Context: an optimization exercise on an open-source flow, tuned for small area, a short achievable clock period and few clock cycles per item. The choices shown serve that exercise and are no tape-out recipe. The RTL was checked by simulation tests, not by an equivalence proof against the original design. Power is estimated from default activity; no workload was simulated.

## flow/design.v

```verilog
package rv_pkg;
  localparam int xlen = 64;
  typedef enum logic [6:0] {
    opc_load      = 7'h03,
    opc_misc_mem  = 7'h0f,
    opc_op_imm    = 7'h13,
    opc_auipc     = 7'h17,
    opc_op_imm_32 = 7'h1b,
    opc_store     = 7'h23,
    opc_op        = 7'h33,
    opc_lui       = 7'h37,
    opc_op_32     = 7'h3b,
    opc_branch    = 7'h63,
    opc_jalr      = 7'h67,
    opc_jal       = 7'h6f,
    opc_system    = 7'h73
  } opc_e;
  typedef enum logic [3:0] {
    alu_add, alu_sub, alu_slt, alu_sltu, alu_xor,
    alu_or, alu_and, alu_sll, alu_srl, alu_sra
  } alu_op_e;
  typedef enum logic [3:0] {
    bj_none, bj_beq, bj_bne, bj_blt, bj_bge,
    bj_bltu, bj_bgeu, bj_jal, bj_jalr
  } bj_op_e;
  typedef struct packed {
    logic [xlen-1:0] pc;
    logic [31:0]     inst;
  } fetch_t;
  typedef struct packed {
    logic [xlen-1:0] pc;
    alu_op_e         alu_op;
    bj_op_e          bj_op;
    logic            is_word;
    logic            rd_w_ena;
    logic [4:0]      rd_addr;
    logic            pc_to_reg;
    logic            unsupported;
    logic [xlen-1:0] exe_op1;
    logic [xlen-1:0] exe_op2;
    logic [xlen-1:0] jmp_imm;
  } dec_t;
  typedef struct packed {
    logic [xlen-1:0] pc;
    logic            rd_w_ena;
    logic [4:0]      rd_addr;
    logic [xlen-1:0] wdata;
    logic [xlen-1:0] next_pc;
    logic            unsupported;
  } retire_t;
endpackage
module id_stage (
  input  rv_pkg::fetch_t inst_in,
  output logic [4:0]     rs1_r_addr,
  output logic [4:0]     rs2_r_addr,
  input  logic [63:0]    r_data1,
  input  logic [63:0]    r_data2,
  output rv_pkg::dec_t   dec
);
  logic [31:0]     inst;
  logic [6:0]      opcode;
  logic [4:0]      rd;
  logic [2:0]      funct3;
  logic [4:0]      rs1;
  logic [4:0]      rs2;
  logic [6:0]      funct7;
  logic [rv_pkg::xlen-1:0] imm_i;
  logic [rv_pkg::xlen-1:0] imm_s;
  logic [rv_pkg::xlen-1:0] imm_b;
  logic [rv_pkg::xlen-1:0] imm_u;
  logic [rv_pkg::xlen-1:0] imm_j;
  logic            reg_form;
  logic            sra_sel;
  logic            executed;
  logic            rs1_ena;
  logic            rs2_ena;
  logic            rd_ena;
  rv_pkg::alu_op_e         alu_op;
  rv_pkg::bj_op_e          bj_op;
  logic [rv_pkg::xlen-1:0] op1;
  logic [rv_pkg::xlen-1:0] op2;
  logic [rv_pkg::xlen-1:0] jmp;
  assign inst   = inst_in.inst;
  assign opcode = inst[6:0];
  assign rd     = inst[11:7];
  assign funct3 = inst[14:12];
  assign rs1    = inst[19:15];
  assign rs2    = inst[24:20];
  assign funct7 = inst[31:25];
  assign imm_i = {{52{inst[31]}}, inst[31:20]};
  assign imm_s = {{52{inst[31]}}, inst[31:25], inst[11:7]};
  assign imm_b = {{51{inst[31]}}, inst[31], inst[7], inst[30:25], inst[11:8], 1'b0};
  assign imm_u = {{32{inst[31]}}, inst[31:12], 12'b0};
  assign imm_j = {{43{inst[31]}}, inst[31], inst[19:12], inst[20], inst[30:21], 1'b0};
  assign reg_form = (opcode == rv_pkg::opc_op) || (opcode == rv_pkg::opc_op_32);
  assign sra_sel  = reg_form ? (funct7 == 7'h20) : (funct7[6:1] == 6'h10);
  assign executed =
    (opcode == rv_pkg::opc_op_imm) ||
    (opcode == rv_pkg::opc_op_imm_32) ||
    (opcode == rv_pkg::opc_op) ||
    (opcode == rv_pkg::opc_op_32) ||
    (opcode == rv_pkg::opc_lui) ||
    (opcode == rv_pkg::opc_auipc) ||
    (opcode == rv_pkg::opc_branch) ||
    (opcode == rv_pkg::opc_jal) ||
    (opcode == rv_pkg::opc_jalr);
  assign rs1_ena  =
    (opcode == rv_pkg::opc_load) ||
    (opcode == rv_pkg::opc_misc_mem) ||
    (opcode == rv_pkg::opc_op_imm) ||
    (opcode == rv_pkg::opc_op_imm_32) ||
    (opcode == rv_pkg::opc_store) ||
    (opcode == rv_pkg::opc_op) ||
    (opcode == rv_pkg::opc_op_32) ||
    (opcode == rv_pkg::opc_branch) ||
    (opcode == rv_pkg::opc_jalr) ||
    (opcode == rv_pkg::opc_system);
  assign rs2_ena  =
    (opcode == rv_pkg::opc_op) ||
    (opcode == rv_pkg::opc_op_32) ||
    (opcode == rv_pkg::opc_store) ||
    (opcode == rv_pkg::opc_branch);
  assign rd_ena   = executed && (opcode != rv_pkg::opc_branch);
  assign rs1_r_addr = rs1_ena ? rs1 : 5'd0;
  assign rs2_r_addr = rs2_ena ? rs2 : 5'd0;
  always_comb begin
    alu_op = rv_pkg::alu_add;
    bj_op  = rv_pkg::bj_none;
    case (opcode)
      rv_pkg::opc_op, rv_pkg::opc_op_32, rv_pkg::opc_op_imm, rv_pkg::opc_op_imm_32: begin
        case (funct3)
          3'h0: alu_op = (reg_form && funct7 == 7'h20) ? rv_pkg::alu_sub : rv_pkg::alu_add;
          3'h1: alu_op = rv_pkg::alu_sll;
          3'h2: alu_op = rv_pkg::alu_slt;
          3'h3: alu_op = rv_pkg::alu_sltu;
          3'h4: alu_op = rv_pkg::alu_xor;
          3'h5: alu_op = sra_sel ? rv_pkg::alu_sra : rv_pkg::alu_srl;
          3'h6: alu_op = rv_pkg::alu_or;
          default: alu_op = rv_pkg::alu_and;
        endcase
      end
      rv_pkg::opc_branch: begin
        case (funct3)
          3'h0: begin
            alu_op = rv_pkg::alu_xor;
            bj_op  = rv_pkg::bj_beq;
          end
          3'h1: begin
            alu_op = rv_pkg::alu_xor;
            bj_op  = rv_pkg::bj_bne;
          end
          3'h4: begin
            alu_op = rv_pkg::alu_slt;
            bj_op  = rv_pkg::bj_blt;
          end
          3'h5: begin
            alu_op = rv_pkg::alu_slt;
            bj_op  = rv_pkg::bj_bge;
          end
          3'h6: begin
            alu_op = rv_pkg::alu_sltu;
            bj_op  = rv_pkg::bj_bltu;
          end
          3'h7: begin
            alu_op = rv_pkg::alu_sltu;
            bj_op  = rv_pkg::bj_bgeu;
          end
          default: alu_op = rv_pkg::alu_sub;
        endcase
      end
      rv_pkg::opc_jal:  bj_op = rv_pkg::bj_jal;
      rv_pkg::opc_jalr: bj_op = rv_pkg::bj_jalr;
      default:  alu_op = rv_pkg::alu_add;
    endcase
  end
  always_comb begin
    case (opcode)
      rv_pkg::opc_op_imm, rv_pkg::opc_op, rv_pkg::opc_branch, rv_pkg::opc_load, rv_pkg::opc_store, rv_pkg::opc_misc_mem, rv_pkg::opc_system:
        op1 = r_data1;
      rv_pkg::opc_op_imm_32, rv_pkg::opc_op_32: op1 = {32'b0, r_data1[31:0]};
      rv_pkg::opc_auipc: op1 = inst_in.pc;
      default: op1 = '0;
    endcase
  end
  always_comb begin
    case (opcode)
      rv_pkg::opc_op_imm, rv_pkg::opc_op_imm_32, rv_pkg::opc_load, rv_pkg::opc_misc_mem: op2 = imm_i;
      rv_pkg::opc_store: op2 = imm_s;
      rv_pkg::opc_auipc, rv_pkg::opc_lui: op2 = imm_u;
      rv_pkg::opc_op, rv_pkg::opc_branch: op2 = r_data2;
      rv_pkg::opc_op_32: op2 = {32'b0, r_data2[31:0]};
      default: op2 = '0;
    endcase
  end
  always_comb begin
    case (opcode)
      rv_pkg::opc_branch: jmp = imm_b;
      rv_pkg::opc_jal:    jmp = imm_j;
      rv_pkg::opc_jalr:   jmp = r_data1 + imm_i - inst_in.pc;
      default:    jmp = '0;
    endcase
  end
  assign dec.pc          = inst_in.pc;
  assign dec.alu_op      = alu_op;
  assign dec.bj_op       = bj_op;
  assign dec.is_word     = (opcode == rv_pkg::opc_op_32) || (opcode == rv_pkg::opc_op_imm_32);
  assign dec.rd_w_ena    = rd_ena;
  assign dec.rd_addr     = rd_ena ? rd : 5'd0;
  assign dec.pc_to_reg   = (opcode == rv_pkg::opc_jal) || (opcode == rv_pkg::opc_jalr);
  assign dec.unsupported = !executed;
  assign dec.exe_op1     = op1;
  assign dec.exe_op2     = op2;
  assign dec.jmp_imm     = jmp;
endmodule
module regfile (
  input  logic        clk,
  input  logic        reset,
  input  logic [4:0]  rs1_r_addr,
  input  logic [4:0]  rs2_r_addr,
  output logic [63:0] r_data1,
  output logic [63:0] r_data2,
  input  logic        w_ena,
  input  logic [4:0]  w_addr,
  input  logic [63:0] w_data
);
  logic [63:0] regs [1:31];
  always_ff @(posedge clk) begin
    if (reset) begin
      for (int i = 1; i < 32; i++) begin
        regs[i] <= '0;
      end
    end else if (w_ena && w_addr != 5'd0) begin
      regs[w_addr] <= w_data;
    end
  end
  always_comb begin
    r_data1 = '0;
    if (rs1_r_addr != 5'd0) begin
      r_data1 = (w_ena && w_addr == rs1_r_addr) ? w_data : regs[rs1_r_addr];
    end
  end
  always_comb begin
    r_data2 = '0;
    if (rs2_r_addr != 5'd0) begin
      r_data2 = (w_ena && w_addr == rs2_r_addr) ? w_data : regs[rs2_r_addr];
    end
  end
endmodule
module exe_stage (
  input  rv_pkg::dec_t    dec,
  output rv_pkg::retire_t result
);
  logic [rv_pkg::xlen-1:0] op1;
  logic [rv_pkg::xlen-1:0] op2;
  logic [5:0]      shamt;
  logic [rv_pkg::xlen-1:0] sra_src;
  logic [rv_pkg::xlen-1:0] raw;
  logic [rv_pkg::xlen-1:0] alu_res;
  logic [rv_pkg::xlen-1:0] link;
  logic            taken;
  assign op1 = dec.exe_op1;
  assign op2 = dec.exe_op2;
  assign shamt   = dec.is_word ? {1'b0, op2[4:0]} : op2[5:0];
  assign sra_src = dec.is_word ? {{32{op1[31]}}, op1[31:0]} : op1;
  always_comb begin
    case (dec.alu_op)
      rv_pkg::alu_add:  raw = op1 + op2;
      rv_pkg::alu_sub:  raw = op1 - op2;
      rv_pkg::alu_slt:  raw = {63'b0, $signed(op1) < $signed(op2)};
      rv_pkg::alu_sltu: raw = {63'b0, op1 < op2};
      rv_pkg::alu_xor:  raw = op1 ^ op2;
      rv_pkg::alu_or:   raw = op1 | op2;
      rv_pkg::alu_and:  raw = op1 & op2;
      rv_pkg::alu_sll:  raw = op1 << shamt;
      rv_pkg::alu_srl:  raw = op1 >> shamt;
      rv_pkg::alu_sra:  raw = $signed(sra_src) >>> shamt;
      default:  raw = '0;
    endcase
  end
  assign alu_res = dec.is_word ? {{32{raw[31]}}, raw[31:0]} : raw;
  always_comb begin
    case (dec.bj_op)
      rv_pkg::bj_beq:           taken = (alu_res == '0);
      rv_pkg::bj_bne:           taken = (alu_res != '0);
      rv_pkg::bj_blt, rv_pkg::bj_bltu:  taken = alu_res[0];
      rv_pkg::bj_bge, rv_pkg::bj_bgeu:  taken = !alu_res[0];
      rv_pkg::bj_jal, rv_pkg::bj_jalr:  taken = 1'b1;
      default:          taken = 1'b0;
    endcase
  end
  assign link = dec.pc + 64'd4;
  assign result.pc          = dec.pc;
  assign result.rd_w_ena    = dec.rd_w_ena;
  assign result.rd_addr     = dec.rd_addr;
  assign result.wdata       = dec.pc_to_reg ? link : alu_res;
  assign result.next_pc     = taken ? (dec.pc + dec.jmp_imm) & ~{63'b0, dec.bj_op == rv_pkg::bj_jalr}
                                    : link;
  assign result.unsupported = dec.unsupported;
endmodule
module retire_stage (
  input  logic            clk,
  input  logic            reset,
  input  logic            in_valid,
  output logic            in_ready,
  input  rv_pkg::retire_t rec_in,
  output logic            out_valid,
  input  logic            out_ready,
  output rv_pkg::retire_t out_data,
  output logic            w_ena,
  output logic [4:0]      w_addr,
  output logic [63:0]     w_data
);
  logic    held_valid;
  rv_pkg::retire_t held;
  logic    out_fire;
  assign in_ready = !held_valid || out_ready;
  assign out_fire = held_valid && out_ready;
  always_ff @(posedge clk) begin
    if (reset) begin
      held_valid <= 1'b0;
    end else if (in_ready) begin
      held_valid <= in_valid;
    end
  end
  always_ff @(posedge clk) begin
    if (in_valid && in_ready) begin
      held <= rec_in;
    end
  end
  assign out_valid = held_valid;
  assign out_data  = held;
  assign w_ena  = out_fire && held.rd_w_ena && (held.rd_addr != 5'd0);
  assign w_addr = held.rd_addr;
  assign w_data = held.wdata;
endmodule
module rv_core (
  input  logic            clk,
  input  logic            reset,
  input  logic            in_valid,
  output logic            in_ready,
  input  rv_pkg::fetch_t  in_data,
  output logic            out_valid,
  input  logic            out_ready,
  output rv_pkg::retire_t out_data
);
  logic [4:0]  rs1_r_addr;
  logic [4:0]  rs2_r_addr;
  logic [63:0] r_data1;
  logic [63:0] r_data2;
  logic        w_ena;
  logic [4:0]  w_addr;
  logic [63:0] w_data;
  rv_pkg::dec_t        dec;
  rv_pkg::retire_t     exe_result;
  id_stage id_stage_i (
    .inst_in    (in_data),
    .rs1_r_addr (rs1_r_addr),
    .rs2_r_addr (rs2_r_addr),
    .r_data1    (r_data1),
    .r_data2    (r_data2),
    .dec        (dec)
  );
  regfile regfile_i (
    .clk        (clk),
    .reset      (reset),
    .rs1_r_addr (rs1_r_addr),
    .rs2_r_addr (rs2_r_addr),
    .r_data1    (r_data1),
    .r_data2    (r_data2),
    .w_ena      (w_ena),
    .w_addr     (w_addr),
    .w_data     (w_data)
  );
  exe_stage exe_stage_i (
    .dec    (dec),
    .result (exe_result)
  );
  retire_stage retire_stage_i (
    .clk       (clk),
    .reset     (reset),
    .in_valid  (in_valid),
    .in_ready  (in_ready),
    .rec_in    (exe_result),
    .out_valid (out_valid),
    .out_ready (out_ready),
    .out_data  (out_data),
    .w_ena     (w_ena),
    .w_addr    (w_addr),
    .w_data    (w_data)
  );
endmodule
module rv_slice (
  input  logic        clk,
  input  logic        reset,
  input  logic        in_valid,
  output logic        in_ready,
  input  logic [63:0] in_pc,
  input  logic [31:0] in_inst,
  output logic        out_valid,
  input  logic        out_ready,
  output logic [63:0] out_pc,
  output logic        out_rd_w_ena,
  output logic [4:0]  out_rd_addr,
  output logic [63:0] out_wdata,
  output logic [63:0] out_next_pc,
  output logic        out_unsupported
);
  rv_pkg::fetch_t  in_data;
  rv_pkg::retire_t out_data;
  assign in_data.pc   = in_pc;
  assign in_data.inst = in_inst;
  rv_core core_i (
    .clk       (clk),
    .reset     (reset),
    .in_valid  (in_valid),
    .in_ready  (in_ready),
    .in_data   (in_data),
    .out_valid (out_valid),
    .out_ready (out_ready),
    .out_data  (out_data)
  );
  assign out_pc          = out_data.pc;
  assign out_rd_w_ena    = out_data.rd_w_ena;
  assign out_rd_addr     = out_data.rd_addr;
  assign out_wdata       = out_data.wdata;
  assign out_next_pc     = out_data.next_pc;
  assign out_unsupported = out_data.unsupported;
endmodule
```

## flow/run.sh

```bash
#!/bin/bash
# synth_recipe.tcl (not shown) runs the flow's synth.tcl, then flattens the netlist and writes it again
# the make line also repeats each setting of config.mk as NAME=value (left out here)
make -C /OpenROAD-flow-scripts/flow DESIGN_CONFIG=/design/flow/config.mk WORK_HOME=/design/flow/orfs CLKGATE_MAP_FILE= SYNTH_SCRIPT=/design/flow/synth_recipe.tcl finish
```

## flow/config.mk

```make
export PLATFORM = sky130hd
export DESIGN_NAME = rv_slice
export DESIGN_NICKNAME = rv_slice
export VERILOG_FILES = /design/flow/design.v
export SDC_FILE = /design/flow/constraint.sdc
export NUM_CORES = 4
export LEC_CHECK = 0
export CAP_MARGIN = 20
export CORE_MARGIN = 2
export CORE_UTILIZATION = 30
export PLACE_DENSITY = 0.45
export SETUP_SLACK_MARGIN = 0.4
export SLEW_MARGIN = 20
```

## flow/constraint.sdc

```tcl
create_clock -name core_clock -period 12.5 [get_ports {clk}]
set_input_delay 2.5000 -clock core_clock [delete_from_list [all_inputs] [get_ports {clk}]]
set_output_delay 2.5000 -clock core_clock [all_outputs]
set_load 0.01 [all_outputs]
```

==> run summary <==
- In this run, distinct cell masters in the synthesized netlist total 118.
- The number of max-capacitance violations reported is 0.
- The x dimension of the die is 727 µm.
- The pin count of the biggest net entering global routing is 111.
- The total global-route track usage is 44.6%.
- Along the worst hold path, the cell count comes to 1.
- The TritonCTS sink count is 2,248.
- The static leakage is 83.1 nW.
- The post-synthesis cell area is 157,000 µm².
- After legalization and detailed placement, the total HPWL measured 905 mm.
- The clock power share is 39.3%.
- Hold repair after CTS inserted 0 buffers.
- The worst path arrival time is 12.82 ns.
- In the routed design, unresolved DRC markers number 0.
- Before antenna repair, the detailed router went through 10 iterations.
- Based on the critical path, the design can be clocked at up to 0.0826 GHz.
- For this block, the routed nets add up to 1220 mm of wire.
- The number of global-route vias before repair is 156,000.
- The overall die height is 727 µm.
- The final net count is 19,500.
- After layout, the worst path uses 96.9% of the clock period.
- The transition time at the pin with the least slew margin is 1.32 ns.
- The worst hold slack is 0.818 ns.
- The count of input and output buffers is 300.
- The die covers 528,000 µm².
- The synthesized design contains 2,247 enable-type register cells.
- The worst setup path is captured at a register.
- The first global-routing pass estimated 1580 mm of wire.
- Counting stages on the worst path, the most repeated cell is sky130_fd_sc_hd__buf_4.
- The cell count of the worst reg-to-reg path is 31.
- After the first detailed-routing iteration, the DRC count stood at 26,600.
- For the finished layout, the period the worst path requires is 12.11 ns.
- The worst clock skew is 0.0674 ns.
- The synthesis-to-layout area growth is 32.8%.
- In this run the count of I/O pins placed on the die edge is 301.
- The type of the setup path with the least slack is input port to register.
- The Yosys step of the flow raised 4 warnings.
- The worst-case setup slack after placement is -2.36 ns.
- CTS placed an instance of sky130_fd_sc_hd__clkbuf_16 at the clock tree root.
- The number of pins exceeding their max-slew limit in the final report is 0.
- In this run the number of H-tree levels came out at 5.
- The top flip-flop cell by instance count after synthesis is sky130_fd_sc_hd__edfxtp_1.
- Cells with a size suffix above 1 make up 27.3% of the layout.
- The sequential-to-total area share from yosys stat is 43.1%.
- The number of antenna violations at the first check in global routing is 236.
- The worst ir drop on vdd is 0.000111 V.
- Setup violations remaining at the end of the flow were counted as 0.
- The run finished with no timing, DRC or antenna violations.
- Clock-pin slew was measured on the worst setup and hold paths at 0.06 ns.
- The worst stage delay on the critical path is 0.66 ns.
- The switching power is 0.00712 W.
- The CTS tree is built.
- The critical path's slowest cell is sky130_fd_sc_hd__buf_4.
- The type of the worst min-delay path is register to register.
- Dividing total power by cell area gives a power density of 106 nW/µm².
- The count of state elements after synthesis is 2,248.
- The switching power as a share of total power is 32.2%.
- The per-cell routed wire length is 46.3 µm.
- The internal portion of the total power is 0.0150 W.
- For this configuration, the core starts out at a cell density of 30.1%.
- The post-synthesis area per instance is 9.76 µm².
- The maximum fanout along the worst path is 94.
- In the routed layout, each cell is associated on average with a via count of 6.40.
- The relative slew slack is 12.0%.
- The residual overflow from global routing is 0.
- Per report_power, the sequential group accounts for 39.8% of the total.
- The fraction of registers with async set or reset after synthesis is 0%.
- The number of CTS-inserted buffers is 294.
- Synthesis produced 16,100 cells.
- The number of buffers on the longest clock path is 4.
- The critical path data required time is 13.21 ns.
- The number of hold violations in the final report is 0.
- The number of placement rows is 265.
- The later pin in the worst-skew pair is clocked with a latency of 1.03 ns.
- The final route contains 169,000 vias.
- The post-detailed-route count of antenna-violating nets is 0.
- The final weighted congestion in routability-driven placement is 1.14.
- Setup repair after global routing left no endpoint under its margin.
- The worst setup margin is 0.392 ns.
- The region available for standard cell placement spans 521,000 µm².
- The total negative slack is 0 ns.
- The worst setup path is launched from an input port.
- The combinational share of power is 20.9%.
[state kept, by name, indices dropped and copies added, names as in the netlist]
| signal | count |
|---|---|
| core_i.retire_stage_i.held_valid | 1 |
| core_i.regfile_i.regs | 2048 |
| core_i.retire_stage_i.held | 199 |
[timing repair]
action	in CTS	in global routing
endpoints found under the setup margin	64	65
setup buffers	67	37
pin swaps	60	106
cloned	6	1
gates resized for setup	242	233
[per-layer routing]
| metal | track usage (%) | part of all wire, % | wire [µm] | vias to the layer above |
|---|---|---|---|---|
| met3 | 15.1 | 11 | 139000 | 4316 |
| met4 | 40.3 | 11 | 136000 | 92 |
| met1 | 51.1 | 35 | 430000 | 84400 |
| met2 | 65.7 | 42 | 514000 | 13300 |
| met5 | 0.862 | 0.080 | 982 | - |
| li1 | - | - | - | 66400 |
[cells in the final DEF (no fill, tap or decap), drive strengths merged, types with 67 or more instances in the layout]
cell type,count
a31oi,241
a21o,82
a311oi,124
mux2i,811
mux4,162
xnor2,160
nand4,74
a21oi,856
a221o,127
edfxtp,2247
diode,152
inv,339
a32oi,98
clkinv,128
o21a,67
a211oi,343
nand3,545
nor3,300
mux2,236
o211ai,155
o221ai,202
nor2b,98
and2,1949
clkdlybuf4s50,280
clkbuf,369
nand2,1735
a22oi,213
a221oi,151
and3,76
ha,327
buf,3861
o21ai,509
o22ai,258
nor2,804
xor2,69
[metrics by stage]
| step | total power (W) | utilization [%] | instances | area [µm²] |
|---|---|---|---|---|
| floorplan | 0.0105 | - | 16100 | 157000 |
| global placement | 0.0132 | 37.5 | 25500 | 195000 |
| detailed placement | 0.0132 | 37.5 | 25500 | 195000 |
| CTS | 0.0218 | 39.6 | 26100 | 206000 |
| global route | 0.0223 | 39.9 | 26200 | 208000 |
| finish | 0.0221 | 40.0 | 26300 | 208000 |
[final cells by class]
cell class | instances | area (µm²)
Clock inverter | 164 | 1630
Clock buffer | 362 | 7680
Sequential cell | 2248 | 67500
Fill cell | 51800 | 312000
Timing Repair Buffer | 4151 | 36100
Multi-Input combinational cell | 12000 | 84900
Antenna cell | 152 | 380
Tap cell | 6942 | 8690
Inverter | 329 | 1260
[cells in the mapped netlist (all sizes together) (124+ instances only)]
cell / instances / area share (%)
ha: 327 / 2.6
a21oi: 856 / 2.8
xnor2: 160 / 0.89
nor3: 300 / 0.97
edfxtp: 2247 / 43
a221oi: 151 / 0.94
and2: 1949 / 7.8
nand2: 1735 / 4.2
a22oi: 213 / 1.0
inv: 321 / 0.77
mux2: 236 / 1.7
o22ai: 258 / 1.0
a221o: 127 / 0.81
a211oi: 343 / 1.7
mux2i: 811 / 5.2
mux4: 162 / 2.3
a31oi: 241 / 0.96
o221ai: 202 / 1.1
a311oi: 124 / 0.69
clkbuf: 1064 / 2.5
buf: 489 / 1.5
nor2: 803 / 1.9
o21ai: 509 / 1.6
o211ai: 155 / 0.75
nand3: 545 / 1.7
[cell families after synthesis]
logic type               after synthesis  share of synthesized area (%)
XOR/XNOR                             229                           1.28
buffers and inverters               1882                           4.88
flip-flops                          2248                           43.1
adder cells (fa/ha/maj)              393                           3.45
AO/OA/AOI/OAI                       4216                           19.2
other                                  1                        0.00239
multiplexers                        1209                           9.21
AND/OR/NAND/NOR                     5882                           18.9
[worst max-delay path: cells and delay by family]
family	cells	cell delay, ns
AND/OR/NAND/NOR	7	2.07
multiplexers	5	1.23
AO/OA/AOI/OAI	9	2.57
buffers and inverters	17	3.98
[worst paths after layout]
check                                    from  slack, ns                        endpoint
max                                in_inst[2]       0.39  core_i.retire_stage_i.held[59]
min reg2reg    core_i.retire_stage_i.held[95]       0.82    core_i.regfile_i.regs[0][30]
min            core_i.retire_stage_i.held[95]       0.82    core_i.regfile_i.regs[0][30]
max reg2reg  core_i.retire_stage_i.held_valid       1.36  core_i.retire_stage_i.held[59]
[power by group through the flow]
| stage | logic [W] | registers [W] | clock network (W) |
|---|---|---|---|
| after global routing | 0.00460 | 0.00881 | 0.00893 |
| after detailed placement | 0.00425 | 0.00894 | 0 |
| after global placement | 0.00427 | 0.00894 | 0 |
| after CTS | 0.00433 | 0.00878 | 0.00866 |
| after floorplan | 0.00157 | 0.00888 | 0 |
| final | 0.00461 | 0.00880 | 0.00867 |
Testbench counts, summed over its fixed seeds: cycles 16,008, items 16,000.

==> static timing again, ports no longer ideal <==
The results above use ideal ports. As a check the final layout listed here was re-extracted and re-timed, cells and wires unchanged.
Step 1 assumes that a clkbuf_16 drives the clock port and a buf_2 every other input.
Step 2 also shifts input and output timing later by t, the mid clock arrival at the registers, as if the neighbouring blocks saw the same clock.
Three values: no drivers, after step 1, after step 2; two values: the first two.
t, ns: 1.151
slack for setup (ns): 0.392 / 0.502 / -0.648
worst setup path at the end: input to register
slew at the worst register clock pin (ns): 0.07 / 0.07
cell pins on the clock port's net: 1
With both steps, setup timing fails in this run, where it was met with ideal ports. The setup slack of this run moves by +0.110 ns with the drivers and by -1.040 ns with both steps.
